This design comes from an exercise in tuning for small area, a short achievable clock period and few clock cycles per item on the open sky130 flow, not from production work. No functional check of the RTL was part of any run shown here. Power figures rest on the tool's default switching activity, not on a simulated workload.

--- design/flow/design.v ---
package odo_pkg;
	localparam int unsigned CFG_W = 31;
	localparam logic [CFG_W-1:0] SPACING_RST = 31'd36438;
	localparam logic [CFG_W-1:0] CIRC_RST = 31'd39716;
	localparam logic [63:0] ANG_PI = 64'd1686629713;
	localparam logic [63:0] ANG_TWO_PI = 64'd3373259426;
	localparam logic [31:0] ANG_HALF_PI = 32'd843314857;
	localparam logic [31:0] CORDIC_GAIN = 32'd326016437;
endpackage
module odo_add #(
	parameter int W = 64
) (
	input  logic [W-1:0] a,
	input  logic [W-1:0] b,
	input  logic         ci,
	output logic [W:0]   s
);
	localparam int N = W + 1;
	function automatic int levels(input int n);
		int l;
		l = 0;
		while ((1 << l) < n) l++;
		levels = l;
	endfunction
	localparam int L = levels(N);
	logic [N-1:0] g [L+1];
	logic [N-1:0] p [L+1];
	assign g[0] = {a & b, ci};
	assign p[0] = {a ^ b, 1'b0};
	for (genvar l = 0; l < L; l++) begin : g_lvl
		for (genvar i = 0; i < N; i++) begin : g_bit
			if (((i >> l) & 1) == 1) begin : g_op
				localparam int J = ((i >> l) << l) - 1;
				assign g[l+1][i] = g[l][i] | (p[l][i] & g[l][J]);
				assign p[l+1][i] = p[l][i] & p[l][J];
			end else begin : g_pass
				assign g[l+1][i] = g[l][i];
				assign p[l+1][i] = p[l][i];
			end
		end
	end
	assign s = {g[L][N-1], p[0][N-1:1] ^ g[L][N-2:0]};
endmodule
import odo_pkg::*;
module odo_muldiv #(
	parameter int NQ = 3
) (
	input  logic        clk,
	input  logic        arst_n,
	input  logic        load,
	input  logic [1:0]  sel,
	input  logic        zero,
	input  logic [63:0] n,
	input  logic        neg,
	input  logic [23:0] us,
	input  logic [25:0] us3,
	output logic        busy,
	output logic [31:0] q0,
	output logic [31:0] q1,
	output logic [31:0] q2
);
	logic        busy_q, first_q, fin_q, hi_q, neg_q;
	logic [1:0]  sel_q;
	logic [3:0]  cnt_q;
	logic [23:0] r_q, rn;
	logic [30:0] d_q;
	logic [31:0] res;
	logic [29:0] qinc;
	logic [1:0]  qd;
	logic [25:0] v, a1, a2, b2;
	logic [26:0] t1, t2, t3;
	logic        c, wr, sat, ok1, ok2, ok3;
	logic [27:0] t1w, t2w, t3w;
	odo_add #(27) u_s1 (.a({1'b0, a1}), .b(~{3'b000, us}), .ci(1'b1), .s(t1w));
	odo_add #(27) u_s2 (.a({1'b0, a2}), .b(~{1'b0, b2}), .ci(1'b1), .s(t2w));
	odo_add #(27) u_s3 (.a({1'b0, v}), .b(~{1'b0, us3}), .ci(1'b1), .s(t3w));
	assign t1 = t1w[26:0];
	assign t2 = t2w[26:0];
	assign t3 = t3w[26:0];
	always_comb begin
		v = {r_q, d_q[30:29]};
		a1 = first_q ? {2'b00, r_q} : v;
		a2 = first_q ? {1'b0, r_q, d_q[30]} : v;
		b2 = first_q ? {2'b00, us} : {1'b0, us, 1'b0};
		ok1 = !t1[26];
		ok2 = !t2[26];
		ok3 = !t3[26];
		sat = hi_q || ok1;
		if (ok3) rn = t3[23:0];
		else if (ok2) rn = t2[23:0];
		else if (ok1) rn = t1[23:0];
		else rn = v[23:0];
		qd = {ok2 | ok3, ok3 | (ok1 & !ok2)};
		c = 1'b1;
		for (int i = 0; i < 29; i++) begin
			qinc[i] = !d_q[i] ^ c;
			c = c & !d_q[i];
		end
		qinc[29] = c;
		wr = 1'b0;
		if (!neg_q) res = {1'b0, d_q[28:0], qd};
		else if (qd == 2'b00) res = {!qinc[29], qinc[28:0], 2'b00};
		else res = {1'b1, ~d_q[28:0], 2'd0 - qd};
		if (load && zero) begin
			wr = 1'b1;
			res = 32'd0;
		end else if (busy_q && first_q && sat) begin
			wr = 1'b1;
			res = neg_q ? 32'h80000000 : 32'h7fffffff;
		end else if (busy_q && fin_q) begin
			wr = 1'b1;
		end
	end
	always_ff @(posedge clk or negedge arst_n) begin
		if (!arst_n) begin
			busy_q <= 1'b0;
		end else begin
			if (load) begin
				busy_q <= !zero;
			end else if (busy_q) begin
				if ((first_q && sat) || (!first_q && fin_q)) begin
					busy_q <= 1'b0;
				end
			end
		end
	end
	always_ff @(posedge clk) begin
		if (load) begin
			sel_q <= sel;
			r_q <= n[54:31];
			d_q <= n[30:0];
			hi_q <= |n[63:55];
			neg_q <= neg;
			first_q <= 1'b1;
			fin_q <= 1'b0;
			cnt_q <= '0;
		end else if (busy_q) begin
			first_q <= 1'b0;
			if (first_q) begin
				r_q <= ok2 ? t2[23:0] : a2[23:0];
				d_q <= {d_q[29:0], ok2};
			end else begin
				r_q <= rn;
				d_q <= {d_q[28:0], ok2 | ok3, ok3 | (ok1 & !ok2)};
				cnt_q <= cnt_q + 4'd1;
				if (cnt_q == 4'd13) begin
					fin_q <= 1'b1;
				end
			end
		end
		if (wr && ((load ? sel : sel_q) == 2'd0)) q0 <= res;
		if (wr && ((load ? sel : sel_q) == 2'd1)) q1 <= res;
		if (wr && ((load ? sel : sel_q) == 2'd2) && NQ > 2) q2 <= res;
	end
	assign busy = busy_q;
endmodule
import odo_pkg::*;
module odo_cordic (
	input  logic        clk,
	input  logic        arst_n,
	input  logic        start,
	input  logic [31:0] angle,
	output logic        busy,
	output logic [31:0] x_o,
	output logic [31:0] y_o,
	output logic        flip_o
);
	function automatic logic [31:0] atan_q29(input logic [4:0] i);
		logic [31:0] v;
		case (i)
			5'd0: v = 32'd421657428;
			5'd1: v = 32'd248918915;
			5'd2: v = 32'd131521918;
			5'd3: v = 32'd66762579;
			5'd4: v = 32'd33510843;
			5'd5: v = 32'd16771758;
			5'd6: v = 32'd8387925;
			5'd7: v = 32'd4194219;
			5'd8: v = 32'd2097141;
			5'd9: v = 32'd1048575;
			default: v = 32'd1 << (5'd29 - i);
		endcase
		atan_q29 = v;
	endfunction
	logic        run_q, flip_q;
	logic [4:0]  i_q;
	logic [31:0] x_q, y_q, z_q;
	logic [31:0] x_sh, y_sh, z_in, z_op, x_nx, y_nx, z_nx;
	logic        dsub, zsub, fold_hi, fold_lo;
	logic [32:0] x_w, y_w, z_w;
	odo_add #(32) u_ax (.a(x_q), .b(y_sh ^ {32{dsub}}), .ci(dsub), .s(x_w));
	odo_add #(32) u_ay (.a(y_q), .b(x_sh ^ {32{!dsub}}), .ci(!dsub), .s(y_w));
	odo_add #(32) u_az (.a(z_in), .b(z_op ^ {32{zsub}}), .ci(zsub), .s(z_w));
	always_comb begin
		x_sh = $signed(x_q) >>> i_q;
		y_sh = $signed(y_q) >>> i_q;
		fold_hi = $signed(angle) > $signed(ANG_HALF_PI);
		fold_lo = $signed(angle) < -$signed(ANG_HALF_PI);
		dsub = !z_q[31];
		x_nx = x_w[31:0];
		y_nx = y_w[31:0];
		if (start) begin
			z_in = angle;
			z_op = (fold_hi || fold_lo) ? ANG_PI[31:0] : 32'd0;
			zsub = fold_hi;
		end else begin
			z_in = z_q;
			z_op = atan_q29(i_q);
			zsub = dsub;
		end
		z_nx = z_w[31:0];
	end
	always_ff @(posedge clk or negedge arst_n) begin
		if (!arst_n) begin
			run_q <= 1'b0;
			i_q <= '0;
		end else begin
			if (start) begin
				run_q <= 1'b1;
				i_q <= '0;
			end else if (run_q) begin
				i_q <= i_q + 5'd1;
				if (i_q == 5'd23) begin
					run_q <= 1'b0;
				end
			end
		end
	end
	always_ff @(posedge clk) begin
		if (start || run_q) begin
			z_q <= z_nx;
		end
		if (start) begin
			x_q <= CORDIC_GAIN;
			y_q <= '0;
			flip_q <= fold_hi || fold_lo;
		end else if (run_q) begin
			x_q <= x_nx;
			y_q <= y_nx;
		end
	end
	assign busy = run_q;
	assign x_o = x_q;
	assign y_o = y_q;
	assign flip_o = flip_q;
endmodule
import odo_pkg::*;
module diff_drive_odometry (
	input  logic               clk,
	input  logic               arst_n,
	input  logic               in_valid,
	output logic               in_stall,
	input  logic signed [31:0] left_angle,
	input  logic signed [31:0] right_angle,
	input  logic [23:0]        elapsed_us,
	output logic               out_valid,
	input  logic               out_stall,
	output logic signed [31:0] pos_x,
	output logic signed [31:0] pos_y,
	output logic signed [31:0] heading,
	output logic signed [31:0] speed_x,
	output logic signed [31:0] speed_y,
	output logic signed [31:0] turn_rate,
	output logic signed [31:0] left_speed,
	output logic signed [31:0] right_speed,
	output logic               rate_invalid,
	input  logic               cfg_we,
	input  logic               cfg_index,
	input  logic [CFG_W-1:0]   cfg_data
);
	localparam int
		IDLE = 0, DELTA = 1, MUL1 = 2, N360 = 3, NRA1 = 4, NRB1 = 5, DIV1 = 6, RES1 = 7,
		CA1 = 8, CB1 = 9, CC1 = 10, CD1 = 11, SPN1 = 12, TH1 = 13, TH2 = 14, NRA2 = 15,
		NRB2 = 16, DIV2 = 17, TH3 = 18, NRA3 = 19, NRB3 = 20, DIV3 = 21, WAD1 = 22,
		WAD2 = 23, PH1 = 24, PH2 = 25, PH3 = 26, TC = 27, CA2 = 28, CB2 = 29, CC2 = 30,
		CD2 = 31, SPN2 = 32, DXY = 33, MUL2 = 34, NDX = 35, NRA4 = 36, NRB4 = 37,
		DIV4 = 38, SGN = 39, CA3 = 40, CB3 = 41, CC3 = 42, CD3 = 43, SPN3 = 44, W1 = 45,
		MUL3 = 46, W2 = 47, MUL4 = 48, RP = 49, FIN1 = 50, FIN2 = 51, RPF = 52, NS = 53;
	logic [NS-1:0] st, st_d;
	logic [CFG_W-1:0] spacing_q, circ_q;
	logic [31:0] pl_q, pr_q, px_q, py_q, ph_q;
	logic        ov_q, stall_q, rinv_q;
	logic [23:0] us_q;
	logic [25:0] us3_q;
	logic        thclamp_q;
	logic [64:0] acc_a, acc_b;
	logic [63:0] x_a, x_b, m_q, th_q;
	logic [6:0]  cnt_q;
	logic [5:0]  kd_q;
	logic        neg_a, neg_b, negth_q, mode_a, mode_b;
	logic        mz1_q, straight_q, btwo_q, bone_q, sneg_q;
	logic        lnld0_q, lnld1_q, lnsh_q, lnneg0_q, lnneg1_q, mfirst_q;
	logic        ia_a_q, ia_b_q, ib_a_q, ib_b_q, oa_acc_a_q, oa_acc_b_q, tcclamp_q;
	logic [1:0]  lnsel0_q, lnsel1_q;
	logic        f1_q, f2_q, f3_q, f4_q;
	logic        cor_start, cor_busy, cor_flip;
	logic [31:0] cor_angle, cor_x, cor_y;
	odo_cordic u_cor (
		.clk    (clk),
		.arst_n (arst_n),
		.start  (cor_start),
		.angle  (cor_angle),
		.busy   (cor_busy),
		.x_o    (cor_x),
		.y_o    (cor_y),
		.flip_o (cor_flip)
	);
	logic        ln_load0, ln_load1;
	logic [1:0]  ln_sel0, ln_sel1;
	logic        ln_busy0, ln_busy1;
	logic [63:0] ln_n0;
	logic        ln_neg0, ln_neg1;
	logic [31:0] q_vl, q_vx, q_vr, q_vy, q_vt, q_unused;
	logic        us_zero;
	logic [64:0] sum_a, sum_b;
	odo_muldiv #(.NQ(3)) u_ln0 (
		.clk(clk), .arst_n(arst_n), .load(lnld0_q), .sel(lnsel0_q), .zero(us_zero),
		.n(lnsh_q ? {7'd0, acc_a[63:7]} : acc_a[63:0]), .neg(lnneg0_q), .us(us_q), .us3(us3_q), .busy(ln_busy0),
		.q0(q_vl), .q1(q_vx), .q2(q_vt)
	);
	odo_muldiv #(.NQ(2)) u_ln1 (
		.clk(clk), .arst_n(arst_n), .load(lnld1_q), .sel(lnsel1_q), .zero(us_zero),
		.n(acc_b[63:0]), .neg(lnneg1_q), .us(us_q), .us3(us3_q), .busy(ln_busy1),
		.q0(q_vr), .q1(q_vy), .q2(q_unused)
	);
	function automatic logic [6:0] lzc64(input logic [63:0] v);
		logic [7:0] nz;
		logic [2:0] gl [8];
		logic [7:0] b;
		logic [2:0] g;
		logic [2:0] l;
		for (int k = 0; k < 8; k++) begin
			b = v[8*k +: 8];
			nz[k] = |b;
			if (b[7]) l = 3'd0;
			else if (b[6]) l = 3'd1;
			else if (b[5]) l = 3'd2;
			else if (b[4]) l = 3'd3;
			else if (b[3]) l = 3'd4;
			else if (b[2]) l = 3'd5;
			else if (b[1]) l = 3'd6;
			else l = 3'd7;
			gl[k] = l;
		end
		if (nz[7]) g = 3'd0;
		else if (nz[6]) g = 3'd1;
		else if (nz[5]) g = 3'd2;
		else if (nz[4]) g = 3'd3;
		else if (nz[3]) g = 3'd4;
		else if (nz[2]) g = 3'd5;
		else if (nz[1]) g = 3'd6;
		else g = 3'd7;
		lzc64 = (nz == 8'd0) ? 7'd64 : {1'b0, g, gl[3'd7 - g]};
	endfunction
	function automatic logic [64:0] sx(input logic [63:0] v);
		sx = {v[63], v};
	endfunction
	logic c_mul, c_div, c_nra, c_nrb, c_ca, c_cb, c_cc, c_cd, c_spn, c_enb;
	logic c_oa_acc, c_oa_x, c_ob_acc, c_ob_x, c_bk_a, c_bk_b, c_bx_a, c_th_a;
	logic c_iabs_a, c_iabs_b, c_acc_sx_a, c_acc_65_a, c_acc_sx_b, c_acc_65_b;
	logic c_acc_clr_a, c_acc_clr_b, c_xsum_a, c_xsum_b;
	function automatic logic [31:0] ctl(input logic [NS-1:0] s);
		logic mul, div, divb, ca, cb, cc, cd, spn;
		logic [31:0] r;
		mul = s[MUL1] | s[MUL2] | s[MUL3] | s[MUL4];
		div = s[DIV1] | s[DIV2] | s[DIV3] | s[DIV4];
		divb = s[DIV1] | s[DIV3] | s[DIV4];
		ca = s[CA1] | s[CA2] | s[CA3];
		cb = s[CB1] | s[CB2] | s[CB3];
		cc = s[CC1] | s[CC2] | s[CC3];
		cd = s[CD1] | s[CD2] | s[CD3];
		spn = s[SPN1] | s[SPN3];
		r[0] = mul;
		r[1] = div;
		r[2] = 1'b0;
		r[3] = s[NRA1] | s[NRA2] | s[NRA3] | s[NRA4];
		r[4] = ca;
		r[5] = cb;
		r[6] = cc;
		r[7] = cd;
		r[8] = spn;
		r[9] = !(s[TH2] | s[NRA2] | s[NRB2] | s[DIV2] | s[TH3] | s[NRA3] | s[NRB3] | s[DIV3]
			| s[WAD1] | s[WAD2] | s[PH1] | s[PH2] | s[PH3] | s[TC] | s[CA2] | s[CB2] | s[CC2]
			| s[CD2] | s[SPN2]);
		r[10] = mul | div | s[N360] | cb | cc | cd | s[PH1] | s[PH3] | s[SPN2]
			| s[NDX] | s[RP] | s[RPF];
		r[11] = s[DELTA] | s[RES1] | s[TH3] | s[SGN];
		r[12] = mul | divb | s[N360] | cb | cc | cd | s[NDX] | s[RP] | s[RPF];
		r[13] = s[DELTA] | s[RES1] | s[TH1] | s[SGN];
		r[14] = !(s[DELTA] | mul | div | ca | cb | cc | cd | s[TH1] | s[PH1] | s[TC] | s[NDX]);
		r[15] = !(s[DELTA] | mul | divb | ca | cb | cc | cd | s[TH1] | s[NDX]);
		r[16] = cd | s[TH1];
		r[17] = s[TC] | s[NDX];
		r[18] = s[N360] | s[NDX] | s[SPN2] | s[TH2];
		r[19] = s[N360] | s[NDX];
		r[20] = mul | ca | cb | cc | cd | s[TH1] | s[TH3] | s[WAD2] | s[PH1] | s[RP] | s[RPF];
		r[21] = div | s[N360] | s[TH2] | s[NDX] | s[SPN1] | s[SPN2] | s[SPN3];
		r[22] = mul | s[CA1] | s[CB1] | s[CC1] | s[CD1] | s[CA3] | s[CB3] | s[CC3] | s[CD3]
			| s[RP] | s[RPF];
		r[23] = s[DIV1] | s[DIV4] | s[N360] | s[NDX] | s[DIV2] | s[TH3] | s[SPN1] | s[SPN3];
		r[24] = s[IDLE] | s[W1] | s[DXY];
		r[25] = s[IDLE] | s[W1] | s[NRA2];
		r[26] = s[DELTA] | s[TC] | s[SGN];
		r[27] = s[DELTA] | s[SGN] | s[TH1];
		r[28] = s[DIV2] | s[TH3];
		r[29] = s[DIV1] | s[DIV3] | s[DIV4];
		r[31:30] = '0;
		ctl = r;
	endfunction
	logic [31:0] ctl_q;
	logic        c_horn, c_divb;
	assign c_horn = ctl_q[28];
	assign c_divb = ctl_q[29];
	assign {c_xsum_b, c_xsum_a, c_acc_clr_b, c_acc_clr_a, c_acc_65_b, c_acc_sx_b, c_acc_65_a,
		c_acc_sx_a, c_iabs_b, c_iabs_a, c_th_a, c_bx_a, c_bk_b, c_bk_a, c_ob_x, c_ob_acc,
		c_oa_x, c_oa_acc, c_enb, c_spn, c_cd, c_cc, c_cb, c_ca, c_nrb, c_nra, c_div,
		c_mul} = ctl_q[27:0];
	logic [64:0] opa_a, opb_a, opa_b, opb_b;
	logic [65:0] sum2_a, sum2_b;
	odo_add #(65) u_adda (.a(opa_a ^ {65{ia_a}}), .b(opb_a ^ {65{ib_a}}), .ci(ia_a | ib_a), .s(sum2_a));
	odo_add #(65) u_addb (.a(opa_b ^ {65{ia_b}}), .b(opb_b ^ {65{ib_b}}), .ci(ia_b | ib_b), .s(sum2_b));
	logic        ia_a, ib_a, ia_b, ib_b;
	logic [64:0] k_a, k_b;
	logic [63:0] dval, xm_a, xm_b, thc;
	logic [6:0]  lz_n;
	logic [7:0]  kdiff;
	logic [5:0]  kclamp;
	logic [31:0] spacing1;
	logic [31:0] sat_a, sat_b;
	always_comb begin
		spacing1 = (spacing_q == '0) ? 32'd1 : {1'b0, spacing_q};
		dval = '0;
		if (st[NRA1]) dval = 64'd360;
		if (st[NRA2]) dval = {32'd0, spacing1};
		if (st[NRA3]) dval = ANG_TWO_PI;
		if (st[NRA4]) dval = {th_q[62:0], 1'b0};
		lz_n = lzc64(acc_a[63:0] | (c_enb ? acc_b[63:0] : 64'd0));
		kdiff = {1'b0, lzc64(dval)} - {1'b0, lz_n};
		kclamp = kdiff[7] ? 6'd0 : kdiff[5:0];
		xm_a = ({64{bone_q}} & x_a) | ({64{btwo_q}} & {x_a[62:0], 1'b0});
		xm_b = ({64{bone_q}} & x_b) | ({64{btwo_q}} & {x_b[62:0], 1'b0});
		thc = tcclamp_q ? 64'h0002000000000000 : th_q;
		k_a = '0;
		k_b = '0;
		if (st[N360]) begin k_a = 65'd180; k_b = 65'd180; end
		if (c_horn) k_b = sx(ANG_TWO_PI);
		if (st[TH2]) k_a = {34'd0, spacing1[31:1]};
		if (c_spn) begin k_a = {42'd0, us_q[23:1]}; k_b = {42'd0, us_q[23:1]}; end
		if (st[SPN2]) k_a = {35'd0, us_q, 6'd0};
		if (st[WAD2]) begin
			if (!negth_q) k_a = f1_q ? sx(ANG_TWO_PI) : (f3_q ? -sx(ANG_TWO_PI) : 65'd0);
			else k_a = f2_q ? -sx(ANG_TWO_PI) : (f4_q ? sx(ANG_TWO_PI) : 65'd0);
		end
		if (st[PH3]) k_a = f1_q ? -sx(ANG_TWO_PI) : (f2_q ? sx(ANG_TWO_PI) : 65'd0);
		if (st[RP] | st[RPF]) begin
			k_a = {4'd0, px_q, 29'h0fffffff + {28'd0, !acc_a[63]}};
			k_b = {4'd0, py_q, 29'h0fffffff + {28'd0, !acc_b[63]}};
		end
		opa_a = ({65{oa_acc_a_q}} & acc_a)
			| ({65{c_oa_x}} & sx(x_a))
			| ({65{st[TH1]}} & sx(x_b))
			| ({65{c_ca}} & sx(x_a << 14))
			| ({65{c_spn}} & sx(acc_a[63:0] << 6))
			| ({65{st[TH2]}} & sx(acc_a[63:0] << 29))
			| ({65{st[WAD2]}} & acc_b);
		opa_b = ({65{oa_acc_b_q}} & acc_b)
			| ({65{c_ob_x}} & sx(x_b))
			| ({65{c_ca}} & sx(x_b << 14))
			| ({65{c_spn}} & sx(acc_b[63:0] << 6))
			| ({65{c_horn}} & {acc_b[63:0], x_a[0]});
		opb_a = ({65{c_bk_a}} & k_a)
			| ({65{st[DELTA]}} & {{33{pl_q[31]}}, pl_q})
			| sx(xm_a)
			| ({65{c_div}} & {1'b0, m_q})
			| ({65{c_ca}} & sx(x_a << 10))
			| ({65{c_cb}} & sx(x_a << 8))
			| ({65{c_cc}} & sx(x_a << 3))
			| ({65{c_bx_a}} & sx(x_a))
			| ({65{st[PH1]}} & {{33{ph_q[31]}}, ph_q})
			| ({65{c_th_a}} & {1'b0, thc});
		opb_b = ({65{c_bk_b}} & k_b)
			| ({65{st[DELTA]}} & {{33{pr_q[31]}}, pr_q})
			| sx(xm_b)
			| ({65{c_divb}} & {1'b0, m_q})
			| ({65{c_ca}} & sx(x_b << 10))
			| ({65{c_cb}} & sx(x_b << 8))
			| ({65{c_cc}} & sx(x_b << 3))
			| ({65{c_cd}} & sx(x_b))
			| ({65{st[TH1]}} & sx(x_a))
			| ({65{st[NDX]}} & {1'b0, th_q});
		ia_a = ia_a_q;
		ia_b = ia_b_q;
		ib_a = ib_a_q;
		ib_b = ib_b_q;
		sum_a = sum2_a[64:0];
		sum_b = sum2_b[64:0];
		if (|x_a[63:31]) sat_a = neg_a ? 32'h80000000 : 32'h7fffffff;
		else sat_a = sum_a[31:0];
		if (|x_b[63:31]) sat_b = neg_b ? 32'h80000000 : 32'h7fffffff;
		else sat_b = sum_b[31:0];
		ln_n0 = st[SPN2] ? {7'd0, sum_a[63:7]} : sum_a[63:0];
		ln_neg0 = st[SPN2] ? acc_a[63] : (st[SPN3] ? ((acc_a[57] ^ neg_a) | (acc_a[57] & ~|acc_a[56:0]))
			: neg_a);
		ln_neg1 = st[SPN3] ? ((acc_b[57] ^ neg_b) | (acc_b[57] & ~|acc_b[56:0])) : neg_b;
	end
	logic mul_last, div_last, ln0_free, ln01_free, spn_hold;
	always_comb begin
		mul_last = mz1_q;
		div_last = (cnt_q == '0);
		ln0_free = !ln_busy0 && !lnld0_q;
		ln01_free = !ov_q && !ln_busy0 && !ln_busy1 && !lnld0_q && !lnld1_q;
		spn_hold = (c_spn & !ln01_free) | (st[SPN2] & !ln0_free);
		st_d = '0;
		if (st[IDLE]) begin
			if (in_valid) st_d[DELTA] = 1'b1;
			else st_d[IDLE] = 1'b1;
		end
		if (st[DELTA]) st_d[MUL1] = 1'b1;
		if (st[MUL1]) begin st_d[NRA1] = mul_last; st_d[MUL1] = !mul_last; end
		if (st[N360]) st_d[NRA1] = 1'b1;
		if (st[NRA1]) st_d[DIV1] = 1'b1;
		if (st[NRB1]) st_d[DIV1] = 1'b1;
		if (st[DIV1]) begin st_d[CA1] = div_last; st_d[DIV1] = !div_last; end
		if (st[RES1]) st_d[CA1] = 1'b1;
		if (st[CA1]) st_d[CB1] = 1'b1;
		if (st[CB1]) st_d[CC1] = 1'b1;
		if (st[CC1]) st_d[CD1] = 1'b1;
		if (st[CD1]) st_d[SPN1] = 1'b1;
		if (st[SPN1]) begin st_d[TH1] = ln01_free; st_d[SPN1] = !ln01_free; end
		if (st[TH1]) st_d[TH2] = 1'b1;
		if (st[TH2]) st_d[NRA2] = 1'b1;
		if (st[NRA2]) st_d[DIV2] = 1'b1;
		if (st[NRB2]) st_d[DIV2] = 1'b1;
		if (st[DIV2]) begin st_d[TH3] = div_last; st_d[DIV2] = !div_last; end
		if (st[TH3]) begin
			if (x_a == '0) st_d[TC] = 1'b1;
			else st_d[WAD2] = 1'b1;
		end
		if (st[NRA3]) st_d[NRB3] = 1'b1;
		if (st[NRB3]) st_d[DIV3] = 1'b1;
		if (st[DIV3]) begin st_d[WAD1] = div_last; st_d[DIV3] = !div_last; end
		if (st[WAD1]) st_d[WAD2] = 1'b1;
		if (st[WAD2]) st_d[PH1] = 1'b1;
		if (st[PH1]) st_d[PH2] = 1'b1;
		if (st[PH2]) st_d[PH3] = 1'b1;
		if (st[PH3]) st_d[TC] = 1'b1;
		if (st[TC]) st_d[CA2] = 1'b1;
		if (st[CA2]) st_d[CB2] = 1'b1;
		if (st[CB2]) st_d[CC2] = 1'b1;
		if (st[CC2]) st_d[CD2] = 1'b1;
		if (st[CD2]) st_d[SPN2] = 1'b1;
		if (st[SPN2]) begin st_d[DXY] = ln0_free; st_d[SPN2] = !ln0_free; end
		if (st[DXY]) begin st_d[MUL2] = !cor_busy; st_d[DXY] = cor_busy; end
		if (st[MUL2]) begin st_d[NDX] = mul_last; st_d[MUL2] = !mul_last; end
		if (st[NDX]) st_d[NRA4] = 1'b1;
		if (st[NRA4]) st_d[DIV4] = 1'b1;
		if (st[NRB4]) st_d[DIV4] = 1'b1;
		if (st[DIV4]) begin st_d[CA3] = div_last; st_d[DIV4] = !div_last; end
		if (st[SGN]) st_d[CA3] = 1'b1;
		if (st[CA3]) st_d[CB3] = 1'b1;
		if (st[CB3]) st_d[CC3] = 1'b1;
		if (st[CC3]) st_d[CD3] = 1'b1;
		if (st[CD3]) st_d[SPN3] = 1'b1;
		if (st[SPN3]) begin
			st_d[MUL3] = ln01_free & !cor_busy;
			st_d[W1] = ln01_free & cor_busy;
			st_d[SPN3] = !ln01_free;
		end
		if (st[W1]) begin st_d[MUL3] = !cor_busy; st_d[W1] = cor_busy; end
		if (st[MUL3]) begin st_d[MUL4] = mul_last; st_d[MUL3] = !mul_last; end
		if (st[W2]) st_d[MUL4] = 1'b1;
		if (st[MUL4]) begin
			st_d[RP] = mul_last & (ln_busy0 | ln_busy1);
			st_d[RPF] = mul_last & !ln_busy0 & !ln_busy1;
			st_d[MUL4] = !mul_last;
		end
		if (st[RPF]) st_d[IDLE] = 1'b1;
		if (st[RP]) begin
			if (!ln_busy0 && !ln_busy1) st_d[FIN2] = 1'b1;
			else st_d[FIN1] = 1'b1;
		end
		if (st[FIN1]) begin
			if (!ln_busy0 && !ln_busy1) st_d[FIN2] = 1'b1;
			else st_d[FIN1] = 1'b1;
		end
		if (st[FIN2]) st_d[IDLE] = 1'b1;
		cor_start = st[PH1] | (st[DXY] & !cor_busy);
		cor_angle = st[PH1] ? acc_a[31:0] : (straight_q ? ph_q : acc_b[31:0]);
		ln_load0 = (c_spn & ln01_free) | (st[SPN2] & ln0_free);
		ln_load1 = c_spn & ln01_free;
		ln_sel0 = st[SPN2] ? 2'd2 : (st[SPN3] ? 2'd1 : 2'd0);
		ln_sel1 = st[SPN3] ? 2'd1 : 2'd0;
	end
	always_ff @(posedge clk or negedge arst_n) begin
		if (!arst_n) begin
			st <= NS'(1);
			ctl_q <= ctl(NS'(1));
			spacing_q <= SPACING_RST;
			circ_q <= CIRC_RST;
			pl_q <= '0;
			pr_q <= '0;
			px_q <= '0;
			py_q <= '0;
			ph_q <= '0;
			ov_q <= 1'b0;
			stall_q <= 1'b1;
		end else begin
			st <= st_d;
			ctl_q <= ctl(st_d);
			stall_q <= !(st_d[FIN2] | st_d[RPF]);
			if (cfg_we) begin
				if (cfg_index) circ_q <= cfg_data;
				else spacing_q <= cfg_data;
			end
			if (st[FIN2] | st[RPF]) begin
				pl_q <= left_angle;
				pr_q <= right_angle;
				ov_q <= 1'b1;
			end else if (ov_q && !out_stall) begin
				ov_q <= 1'b0;
			end
			if (st[PH3]) ph_q <= sum_a[31:0];
			if (st[RP] | st[RPF]) begin
				px_q <= sum_a[60:29];
				py_q <= sum_b[60:29];
			end
		end
	end
	logic        we_xa, we_xb, we_m, w1go, w2go, dxygo, sat1_a, sat1_b;
	logic [63:0] xa_nx, xb_nx, m_nx, msrc;
	logic [64:0] acca_nx, accb_nx;
	always_comb begin
		sat1_a = st[DIV1] & div_last & (|x_a[62:30]);
		sat1_b = st[DIV1] & div_last & (|x_b[62:30]);
		w1go = (st[W1] & !cor_busy) | (st[SPN3] & ln01_free & !cor_busy);
		w2go = st[W2] | (st[MUL3] & mul_last);
		dxygo = st[DXY] & !cor_busy;
		acca_nx = ({65{c_acc_sx_a}} & sx(sum_a[63:0])) | ({65{c_acc_65_a}} & sum_a)
			| ({65{st[IDLE]}} & 65'd180);
		accb_nx = ({65{c_acc_sx_b}} & sx(sum_b[63:0])) | ({65{c_acc_65_b}} & sum_b)
			| ({65{st[IDLE]}} & 65'd180)
			| ({65{st[DXY] & !straight_q}} & sx(x_b << 29))
			| ({65{st[PH3]}} & {33'd0, ph_q});
		xa_nx = ({64{st[IDLE]}} & {{32{left_angle[31]}}, left_angle})
			| ({64{c_xsum_a}} & sum_a[63:0])
			| ({64{c_mul & !w2go}} & {x_a[61:0], 2'b00})
			| ({64{c_div & !sat1_a}} & {x_a[62:0], !sum_a[64]})
			| ({64{sat1_a}} & {32'd0, neg_a, {31{!neg_a}}})
			| ({64{st[RES1]}} & {{32{sat_a[31]}}, sat_a})
			| ({64{(st[DXY] & !straight_q) | w2go}} & {{32{cor_y[31]}}, cor_y})
			| ({64{w1go}} & {{32{cor_x[31]}}, cor_x})
			| {63'd0, st[DXY] & straight_q};
		we_xa = st[IDLE] | c_xsum_a | c_mul | c_nrb | c_div | st[RES1] | dxygo | w1go | w2go;
		xb_nx = ({64{st[IDLE]}} & {{32{right_angle[31]}}, right_angle})
			| ({64{c_xsum_b}} & sum_b[63:0])
			| ({64{c_mul & !w2go}} & {x_b[61:0], 2'b00})
			| ({64{c_div & !sat1_b}} & {x_b[62:0], !sum_b[64]})
			| ({64{sat1_b}} & {32'd0, neg_b, {31{!neg_b}}})
			| ({64{st[RES1]}} & {{32{sat_b[31]}}, sat_b})
			| ({64{(st[DXY] & !straight_q) | w2go}} & {{32{cor_x[31]}}, cor_x})
			| ({64{w1go}} & {{32{cor_y[31]}}, cor_y});
		we_xb = st[IDLE] | c_xsum_b | c_mul | ((c_nrb | c_div) & c_enb) | st[RES1] | dxygo
			| w1go | w2go;
		msrc = ({64{st[IDLE]}} & {33'd0, circ_q})
			| ({64{st[DXY]}} & x_b)
			| ({64{w1go}} & x_a)
			| ({64{w2go}} & th_q);
		m_nx = msrc
			| ({64{c_nra}} & dval)
			| ({64{c_nrb}} & (dval << kclamp))
			| ({64{c_mul & !w2go}} & {{2{m_q[63]}}, m_q[63:2]})
			| ({64{c_div}} & {1'b0, m_q[63:1]});
		we_m = st[IDLE] | dxygo | w1go | w2go | c_nra | c_nrb | c_mul | (c_div & !div_last);
	end
	logic        mul_nx, mode_a_nx, mode_b_nx;
	logic [2:0]  bd;
	always_comb begin
		mul_nx = st_d[MUL1] | st_d[MUL2] | st_d[MUL3] | st_d[MUL4];
		if (c_mul & !w2go) bd = m_q[3:1];
		else if (st[DELTA]) bd = {m_q[1:0], 1'b0};
		else bd = {msrc[1:0], 1'b0};
		mode_a_nx = mode_a;
		mode_b_nx = mode_b;
		if (st[IDLE]) begin
			mode_a_nx = 1'b0;
			mode_b_nx = 1'b0;
		end
		if (st[DELTA]) begin
			mode_a_nx = sum_a[63];
			mode_b_nx = sum_b[63];
		end
		if (dxygo) begin
			mode_a_nx = !straight_q & cor_flip;
			mode_b_nx = !straight_q & !cor_flip;
		end
		if (w1go) begin
			mode_a_nx = cor_flip ^ neg_a;
			mode_b_nx = cor_flip ^ neg_a;
		end
		if (w2go) begin
			mode_a_nx = !cor_flip ^ neg_b;
			mode_b_nx = cor_flip ^ neg_b;
		end
	end
	logic [31:0] ctl_d;
	logic [64:0] acca_next, accb_next;
	logic        nega_next, negb_next, negth_next, mfirst_next, minva_next, minvb_next;
	always_comb begin
		ctl_d = ctl(st_d);
		acca_next = ((c_acc_clr_a | c_acc_sx_a | c_acc_65_a) & !spn_hold) ? acca_nx : acc_a;
		accb_next = ((c_acc_clr_b | c_acc_sx_b | c_acc_65_b | dxygo | st[PH3]) & !spn_hold)
			? accb_nx : acc_b;
		nega_next = st[DELTA] ? sum_a[63] : (st[NDX] ? acc_a[63] ^ negth_q ^ sneg_q : neg_a);
		negb_next = st[DELTA] ? sum_b[63] : (st[NDX] ? acc_b[63] ^ negth_q ^ sneg_q : neg_b);
		negth_next = negth_q;
		if (st[TH2]) negth_next = acc_a[63] ^ sneg_q;
		if (st[TH3] && x_a == '0) negth_next = 1'b0;
		mfirst_next = st[SPN3] & ln01_free & !cor_busy;
		minva_next = mul_nx & (mode_a_nx ^ (bd[2] & !(bd[1] & bd[0])));
		minvb_next = mul_nx & (mode_b_nx ^ (bd[2] & !(bd[1] & bd[0])));
	end
	always_ff @(posedge clk) begin
		ia_a_q <= ((ctl_d[18]) & acca_next[63]) | (ctl_d[8] & acca_next[57])
			| ((st_d[RES1] | st_d[SGN]) & nega_next) | (st_d[WAD2] & negth_next);
		ia_b_q <= ((ctl_d[19]) & accb_next[63]) | (ctl_d[8] & accb_next[57])
			| ((st_d[RES1] | st_d[SGN]) & negb_next);
		ib_a_q <= st_d[DELTA] | (st_d[TH1] & !(nega_next ^ negb_next)) | ctl_d[4] | (st_d[TC] & negth_next) | minva_next
			| (ctl_d[1] & !acca_next[64]);
		ib_b_q <= st_d[DELTA] | (st_d[TH1] & (nega_next ^ negb_next)) | ctl_d[4] | minvb_next | ((ctl_d[1] | ctl_d[28]) & !accb_next[64]);
		oa_acc_a_q <= ctl_d[10] & !mfirst_next;
		oa_acc_b_q <= ctl_d[12] & !mfirst_next;
		tcclamp_q <= st_d[TC] & (st[TH3] ? |x_a[63:49] : thclamp_q);
	end
	always_ff @(posedge clk) begin
		if ((c_acc_clr_a | c_acc_sx_a | c_acc_65_a) & !spn_hold) acc_a <= acca_nx;
		if ((c_acc_clr_b | c_acc_sx_b | c_acc_65_b | dxygo | st[PH3]) & !spn_hold) acc_b <= accb_nx;
		if (we_xa) x_a <= xa_nx;
		if (we_xb) x_b <= xb_nx;
		if (we_m) m_q <= m_nx;
		if (c_nrb) cnt_q <= {1'b0, kclamp};
		if (c_div) cnt_q <= cnt_q - 7'd1;
		if (c_mul) mz1_q <= (m_q[63:3] == '0) | (m_q[63:3] == '1);
		if (st[IDLE] | dxygo | w1go | w2go) mz1_q <= (msrc[63:1] == '0) | (msrc[63:1] == '1);
		bone_q <= mul_nx & (bd[1] ^ bd[0]);
		btwo_q <= mul_nx & ((bd[2] & !bd[1] & !bd[0]) | (!bd[2] & bd[1] & bd[0]));
		mfirst_q <= st[SPN3] & ln01_free & !cor_busy;
		lnld0_q <= (c_spn & ln01_free) | (st[SPN2] & ln0_free);
		lnld1_q <= c_spn & ln01_free;
		lnsh_q <= st[SPN2];
		lnsel0_q <= st[SPN2] ? 2'd2 : (st[SPN3] ? 2'd1 : 2'd0);
		lnsel1_q <= st[SPN3] ? 2'd1 : 2'd0;
		lnneg0_q <= ln_neg0;
		lnneg1_q <= ln_neg1;
		if (st[DELTA] | st[NDX]) begin
			neg_a <= nega_next;
			neg_b <= negb_next;
		end
		if (st[TH2]) negth_q <= acc_a[63] ^ sneg_q;
		if (st[TH1]) sneg_q <= neg_b;
		if (st[TH3]) begin
			th_q <= x_a;
			thclamp_q <= |x_a[63:49];
			straight_q <= (x_a == '0);
			if (x_a == '0) negth_q <= 1'b0;
		end
		if (st[DXY] & !cor_busy & straight_q) th_q <= 64'd1;
		if (w1go) th_q <= x_b;
		if (st[DELTA]) begin
			mode_a <= sum_a[63];
			mode_b <= sum_b[63];
		end
		if (st[IDLE]) begin
			mode_a <= 1'b0;
			mode_b <= 1'b0;
			us_q <= elapsed_us;
		end
		if (st[DXY] & !cor_busy) begin
			mode_a <= !straight_q & cor_flip;
			mode_b <= !straight_q & !cor_flip;
		end
		if (w1go) begin
			mode_a <= cor_flip ^ neg_a;
			mode_b <= cor_flip ^ neg_a;
		end
		if (w2go) begin
			mode_a <= !cor_flip ^ neg_b;
			mode_b <= cor_flip ^ neg_b;
		end
		if (st[TH3]) begin
			f1_q <= $signed(sum_b[34:0]) < -$signed(ANG_PI[34:0]);
			f2_q <= $signed(sum_b[34:0]) <= -$signed(ANG_PI[34:0]);
			f3_q <= $signed(sum_b[34:0]) >= $signed(ANG_PI[34:0]);
			f4_q <= $signed(sum_b[34:0]) > $signed(ANG_PI[34:0]);
		end
		if (st[PH2]) begin
			f1_q <= $signed(acc_a[34:0]) >= $signed(ANG_PI[34:0]);
			f2_q <= $signed(acc_a[34:0]) < -$signed(ANG_PI[34:0]);
		end
		if (st[FIN2] | st[RPF]) rinv_q <= us_zero;
		if (st[DELTA]) us3_q <= {2'b00, us_q} + {1'b0, us_q, 1'b0};
	end
	assign us_zero = (us_q == 24'd0);
	assign in_stall = stall_q;
	assign out_valid = ov_q;
	assign pos_x = px_q;
	assign pos_y = py_q;
	assign heading = ph_q;
	assign speed_x = q_vx;
	assign speed_y = q_vy;
	assign turn_rate = q_vt;
	assign left_speed = q_vl;
	assign right_speed = q_vr;
	assign rate_invalid = rinv_q;
endmodule
--- design/flow/flow/run.sh ---
#!/bin/bash
# The standard layout, with timing repair aimed 6 ns below the 12 ns clock period
# (the constraints are unchanged; repair just works toward a tighter internal target)
set -euo pipefail
bash standard.sh SETUP_SLACK_MARGIN=6 TNS_END_PERCENT=100 finish > flow_standard.log 2>&1
--- design/flow/constraint.sdc ---
create_clock -name core_clock -period 12.0 [get_ports {clk}]
set_input_delay 2.4000 -clock core_clock [delete_from_list [all_inputs] [get_ports {clk}]]
set_output_delay 2.4000 -clock core_clock [all_outputs]
set_load 0.01 [all_outputs]
--- design/flow/standard.sh ---
#!/bin/bash
# synth_recipe.tcl (not shown) runs the flow's synth.tcl, then flattens the netlist and writes it again
# the make line also repeats each setting of config.mk as NAME=value (left out here)
make -C /OpenROAD-flow-scripts/flow DESIGN_CONFIG=/design/flow/config.mk WORK_HOME=/design/flow/orfs CLKGATE_MAP_FILE= SYNTH_SCRIPT=/design/flow/synth_recipe.tcl "${@:-finish}"
--- design/flow/config.mk ---
export PLATFORM = sky130hd
export DESIGN_NAME = diff_drive_odometry
export DESIGN_NICKNAME = diff_drive_odometry
export VERILOG_FILES = /design/flow/design.v
export SDC_FILE = /design/flow/constraint.sdc
export NUM_CORES = 8
export LEC_CHECK = 0
export CAP_MARGIN = 20
export CORE_MARGIN = 2
export CORE_UTILIZATION = 75
export SLEW_MARGIN = 20
==> results of run 1 <==
worst max path at each step:
| stage | from | to | depth (start not counted) |
|---|---|---|---|
| after CTS | c_cd$_DFF_PN0_ | ib_b_q$_DFF_P_ | 28 |
| after global placement | acc_b[14]$_DFFE_PP_ | m_q[46]$_DFFE_PP_ | 26 |
| after detailed placement | st[36]$_DFF_PN0_ | m_q[61]$_DFFE_PP_ | 27 |
| after floorplan | u_ln0.first_q$_SDFFE_PP1P_ | u_ln0.q2[0]$_DFFE_PP_ | 20 |
cell usage after synthesis, types with 54 or more instances:
master / number
buf_1: 157
a221o_1: 97
xnor2_1: 340
and3_1: 54
a222oi_1: 296
a221oi_1: 238
xor2_1: 338
and2_1: 81
clkbuf_1: 847
dfxtp_1: 105
mux2_2: 225
mux4_2: 62
edfxtp_1: 756
nand2b_1: 63
a21boi_0: 78
o21ai_0: 758
nor2b_1: 79
inv_1: 343
dfrtp_1: 278
nor4_1: 103
a22o_1: 134
nor2_1: 703
nand4_1: 203
a31oi_1: 66
nand2_1: 1393
nor3_1: 121
a211oi_1: 109
a21o_1: 150
a21oi_1: 647
o211ai_1: 64
a22oi_1: 400
nand3_1: 236
mux2i_1: 353
ha_1: 478
o21a_1: 72
per-layer routing:
metal / global-route usage / overflow
met1: 0.882 / 202
met2: 0.972 / 667
met3: 0.805 / 218
met4: 0.857 / 448
met5: 0.667 / 44
power by group through the flow:
stage / sequential, mW / clock [mW] / combinational, mW
2_1_floorplan: 8.20 / 0 / 32.5
3_3_place_gp: 10.2 / 0 / 43.4
3_5_place_dp: 10.3 / 0 / 45.1
4_1_cts: 9.98 / 4.30 / 52.8
repair_timing:
item	in CTS
setup buffers	268
setup endpoints to repair	529
gates cloned	24
gates resized for setup	651
pin swaps	164
cell families after synthesis:
family / Yosys count / share of synthesized area
AO/OA/AOI/OAI: 3484 / 0.252
AND/OR/NAND/NOR: 3185 / 0.149
buffers and inverters: 1388 / 0.0547
flip-flops: 1161 / 0.333
XOR/XNOR: 680 / 0.0616
multiplexers: 644 / 0.0776
adder cells (fa/ha/maj): 530 / 0.0724
stage by stage:
| step | hold slack (ps) | cell area (sq um) | utilization | setup WS [ps] | std cells |
|---|---|---|---|---|---|
| CTS | 397 | 112000 | 0.875 | 5620 | 13000 |
| detailed placement | 383 | 102000 | 0.794 | 3880 | 12400 |
| global placement | 374 | 102000 | 0.793 | 3780 | 12400 |
| floorplan | 352 | 97200 | - | 5080 | 11100 |
==> reports/qor.txt, run 1 <==
Mapped Area = 0.0970 sq mm
Top post-synthesis cells by area = edfxtp_1 23%, dfrtp_1 7.2%, ha_1 6.2%
DP HPWL = 328000 um
Total track usage = 0.881
Chip Width = 364 um
CTS max path bufs = 3
Post-synth EDFFs = 756
Synth Flop Type = edfxtp_1
I/O Pins = 384
Row count = 131
Syn. warnings = 15
GPL Wtd Cong = 1.34
Stopped at = 5_1_grt
Starting Density = 0.758
Syn Nets = 11700
Library cells used by synthesis = 115
Cts hold-fix bufs = 0
CTS Sinks = 1161
Avg Cell Area, Syn = 8.76 sq um
First-pass GRT wire length = 871000 um
Error msg = [ERROR GRT-0116] Global routing finished with congestion. Check the congestion regions in the DRC Viewer.
Chip Height = 364 um
Cell taking the most area after synthesis = edfxtp_1
Cells after Synth = 11100
Top cell type's share of synthesized area = 0.234
PortBufs = 383
Global route overflow = 1579
Asr flop ratio synth = 0.258
Status = aborted with a tool error
Vias in the first global route = 121000
Largest net degree at the start of global routing = 141
Seq/Total Area, Yosys = 0.333
H-Tree Depth = 4
#FFs+latches synth = 1161
Clk root buf = clkbuf_16
Clock buffer count from CTS = 132
==> run 2, diff against run 1 <==
--- a/design/flow/design.v
+++ b/design/flow/design.v
@@ -290,7 +290,6 @@
 	logic        neg_a, neg_b, negth_q, mode_a, mode_b;
 	logic        mz1_q, straight_q, btwo_q, bone_q, sneg_q;
-	logic        lnld0_q, lnld1_q, lnsh_q, lnneg0_q, lnneg1_q, mfirst_q;
+	logic        lnld2_q, lnneg2_q, mfirst_q;
 	logic        ia_a_q, ia_b_q, ib_a_q, ib_b_q, oa_acc_a_q, oa_acc_b_q, tcclamp_q;
-	logic [1:0]  lnsel0_q, lnsel1_q;
 	logic        f1_q, f2_q, f3_q, f4_q;
 	logic        cor_start, cor_busy, cor_flip;
@@ -315,11 +314,11 @@
 	logic [64:0] sum_a, sum_b;
 	odo_muldiv #(.NQ(3)) u_ln0 (
-		.clk(clk), .arst_n(arst_n), .load(lnld0_q), .sel(lnsel0_q), .zero(us_zero),
-		.n(lnsh_q ? {7'd0, acc_a[63:7]} : acc_a[63:0]), .neg(lnneg0_q), .us(us_q), .us3(us3_q), .busy(ln_busy0),
+		.clk(clk), .arst_n(arst_n), .load(ln_load0), .sel(ln_sel0), .zero(us_zero),
+		.n(lnld2_q ? {7'd0, acc_a[63:7]} : sum_a[63:0]), .neg(lnld2_q ? lnneg2_q : ln_neg0), .us(us_q), .us3(us3_q), .busy(ln_busy0),
 		.q0(q_vl), .q1(q_vx), .q2(q_vt)
 	);
 	odo_muldiv #(.NQ(2)) u_ln1 (
-		.clk(clk), .arst_n(arst_n), .load(lnld1_q), .sel(lnsel1_q), .zero(us_zero),
-		.n(acc_b[63:0]), .neg(lnneg1_q), .us(us_q), .us3(us3_q), .busy(ln_busy1),
+		.clk(clk), .arst_n(arst_n), .load(ln_load1), .sel(ln_sel1), .zero(us_zero),
+		.n(sum_b[63:0]), .neg(ln_neg1), .us(us_q), .us3(us3_q), .busy(ln_busy1),
 		.q0(q_vr), .q1(q_vy), .q2(q_unused)
 	);
@@ -508,6 +507,10 @@
 		mul_last = mz1_q;
 		div_last = (cnt_q == '0);
-		ln0_free = !ln_busy0 && !lnld0_q;
-		ln01_free = !ov_q && !ln_busy0 && !ln_busy1 && !lnld0_q && !lnld1_q;
+		ln0_free = !ln_busy0 && !lnld2_q;
+		ln01_free = !ov_q && !ln_busy0 && !ln_busy1 && !lnld2_q;
+		ln_load0 = (c_spn & ln01_free) | lnld2_q;
+		ln_load1 = c_spn & ln01_free;
+		ln_sel0 = lnld2_q ? 2'd2 : (st[SPN3] ? 2'd1 : 2'd0);
+		ln_sel1 = st[SPN3] ? 2'd1 : 2'd0;
 		spn_hold = (c_spn & !ln01_free) | (st[SPN2] & !ln0_free);
 		st_d = '0;
@@ -587,8 +590,4 @@
 		cor_start = st[PH1] | (st[DXY] & !cor_busy);
 		cor_angle = st[PH1] ? acc_a[31:0] : (straight_q ? ph_q : acc_b[31:0]);
-		ln_load0 = (c_spn & ln01_free) | (st[SPN2] & ln0_free);
-		ln_load1 = c_spn & ln01_free;
-		ln_sel0 = st[SPN2] ? 2'd2 : (st[SPN3] ? 2'd1 : 2'd0);
-		ln_sel1 = st[SPN3] ? 2'd1 : 2'd0;
 	end
 	always_ff @(posedge clk or negedge arst_n) begin
@@ -745,11 +744,6 @@
 		btwo_q <= mul_nx & ((bd[2] & !bd[1] & !bd[0]) | (!bd[2] & bd[1] & bd[0]));
 		mfirst_q <= st[SPN3] & ln01_free & !cor_busy;
-		lnld0_q <= (c_spn & ln01_free) | (st[SPN2] & ln0_free);
-		lnld1_q <= c_spn & ln01_free;
-		lnsh_q <= st[SPN2];
-		lnsel0_q <= st[SPN2] ? 2'd2 : (st[SPN3] ? 2'd1 : 2'd0);
-		lnsel1_q <= st[SPN3] ? 2'd1 : 2'd0;
-		lnneg0_q <= ln_neg0;
-		lnneg1_q <= ln_neg1;
+		lnld2_q <= st[SPN2] & ln0_free;
+		lnneg2_q <= ln_neg0;
 		if (st[DELTA] | st[NDX]) begin
 			neg_a <= nega_next;
--- a/design/flow/config.mk
+++ b/design/flow/config.mk
@@ -8,4 +8,4 @@
 export CAP_MARGIN = 20
 export CORE_MARGIN = 2
-export CORE_UTILIZATION = 75
+export CORE_UTILIZATION = 62
 export SLEW_MARGIN = 20
==> run 2 against run 1 <==
Synthesized cell count shrank 1.2%. Area after synthesis shrank 1.9%. The flow again stops in 5_1_grt.
==> reports/qor.txt, run 2 <==
First-pass GRT wire length = 869000 um
Top-count cell post-synth = nand2_1
Cells after Synth = 10900
Top post-synthesis cells by area = edfxtp_1 24%, dfrtp_1 7.3%, ha_1 6.3%
Area after DPL = 0.101 sq mm
Asr flop ratio synth = 0.260
Synth Flop Type = edfxtp_1
Row count = 143
H-Tree Depth = 4
Top post-synthesis cells by count = 1443 x nand2_1, 818 x clkbuf_1, 805 x o21ai_0
Largest net degree at the start of global routing = 179
Starting Density = 0.625
Cts hold-fix bufs = 0
Clock buffer count from CTS = 133
CTS max path bufs = 3
Syn Nets = 11600
Total track usage = 0.773
Post-synth EDFFs = 756
Vias in the first global route = 116000
Cell taking the most area after synthesis = edfxtp_1
Status = aborted with a tool error
Seq/Total Area, Yosys = 0.339
Global route overflow = 9
Syn. warnings = 15
Error msg = [ERROR GRT-0116] Global routing finished with congestion. Check the congestion regions in the DRC Viewer.
DP HPWL = 370000 um
GPL Wtd Cong = 1.21
#FFs+latches synth = 1155
Top cell type's share of synthesized area = 0.239
Library cells used by synthesis = 104
PortBufs = 383
Avg Cell Area, Syn = 8.70 sq um
Clk root buf = clkbuf_16
Chip Width = 396 um
CTS Sinks = 1155
Stopped at = 5_1_grt
Chip Height = 396 um
I/O Pins = 384
Mapped Area = 0.0952 sq mm
run 2: changes by cell type after synthesis, moves of 38 or more:
cell      previous run  this run
a221oi_1           238       295
a21boi_0            78        40
a221o_1             97        53
a21oi_1            647       700
nand2_1           1393      1443
mux2_2             225       184
o21ai_0            758       805
a211oi_1           109        63
run 2: cells by family after synthesis:
kind of cell | synth area share
AOI/OAI and AO/OA | 0.247
and+or+nand+nor | 0.150
buffers and inverters | 0.0529
DFF | 0.339
xor gates and xnor gates | 0.0638
muxes | 0.0735
adders and majority gates | 0.0738
run 2: timing repair:
item | 4_1_cts
gates resized for setup | 741
cloned | 39
hold endpoints to repair | 0
buffers inserted | 351
pin swaps | 212
endpoints found under the setup margin | 674
run 2: power groups by stage:
stage	clock (mW)	sequential (mW)	combinational [mW]
floorplan	0	8.25	33.3
global placement	0	10.2	49.6
detailed placement	0	10.3	50.8
CTS	4.57	9.91	61.8
run 2: worst max path at each step:
stage | from | endpoint | slack (ps)
floorplan | st[24]$_DFF_PN0_ | ib_a_q$_DFF_P_ | 6000
global placement | st[52]$_DFF_PN0_ | ib_a_q$_DFF_P_ | 3570
detailed placement | st[52]$_DFF_PN0_ | ib_a_q$_DFF_P_ | 3390
CTS | c_cc$_DFF_PN0_ | ib_b_q$_DFF_P_ | 5470
run 2: metal layers:
metal	track usage	GRT overflow
met5	0.421	0
met4	0.699	3
met3	0.661	1
met2	0.904	4
met1	0.793	1
run 2: per-stage QoR:
step / total power, mW / instances / worst slack (ps) / hold WS [ps]
after detailed placement: 61.1 / 12700 / 3390 / 390
after floorplan: 41.6 / 10900 / 6000 / 352
after global placement: 59.8 / 12700 / 3570 / 383
after CTS: 76.3 / 13300 / 5470 / 403
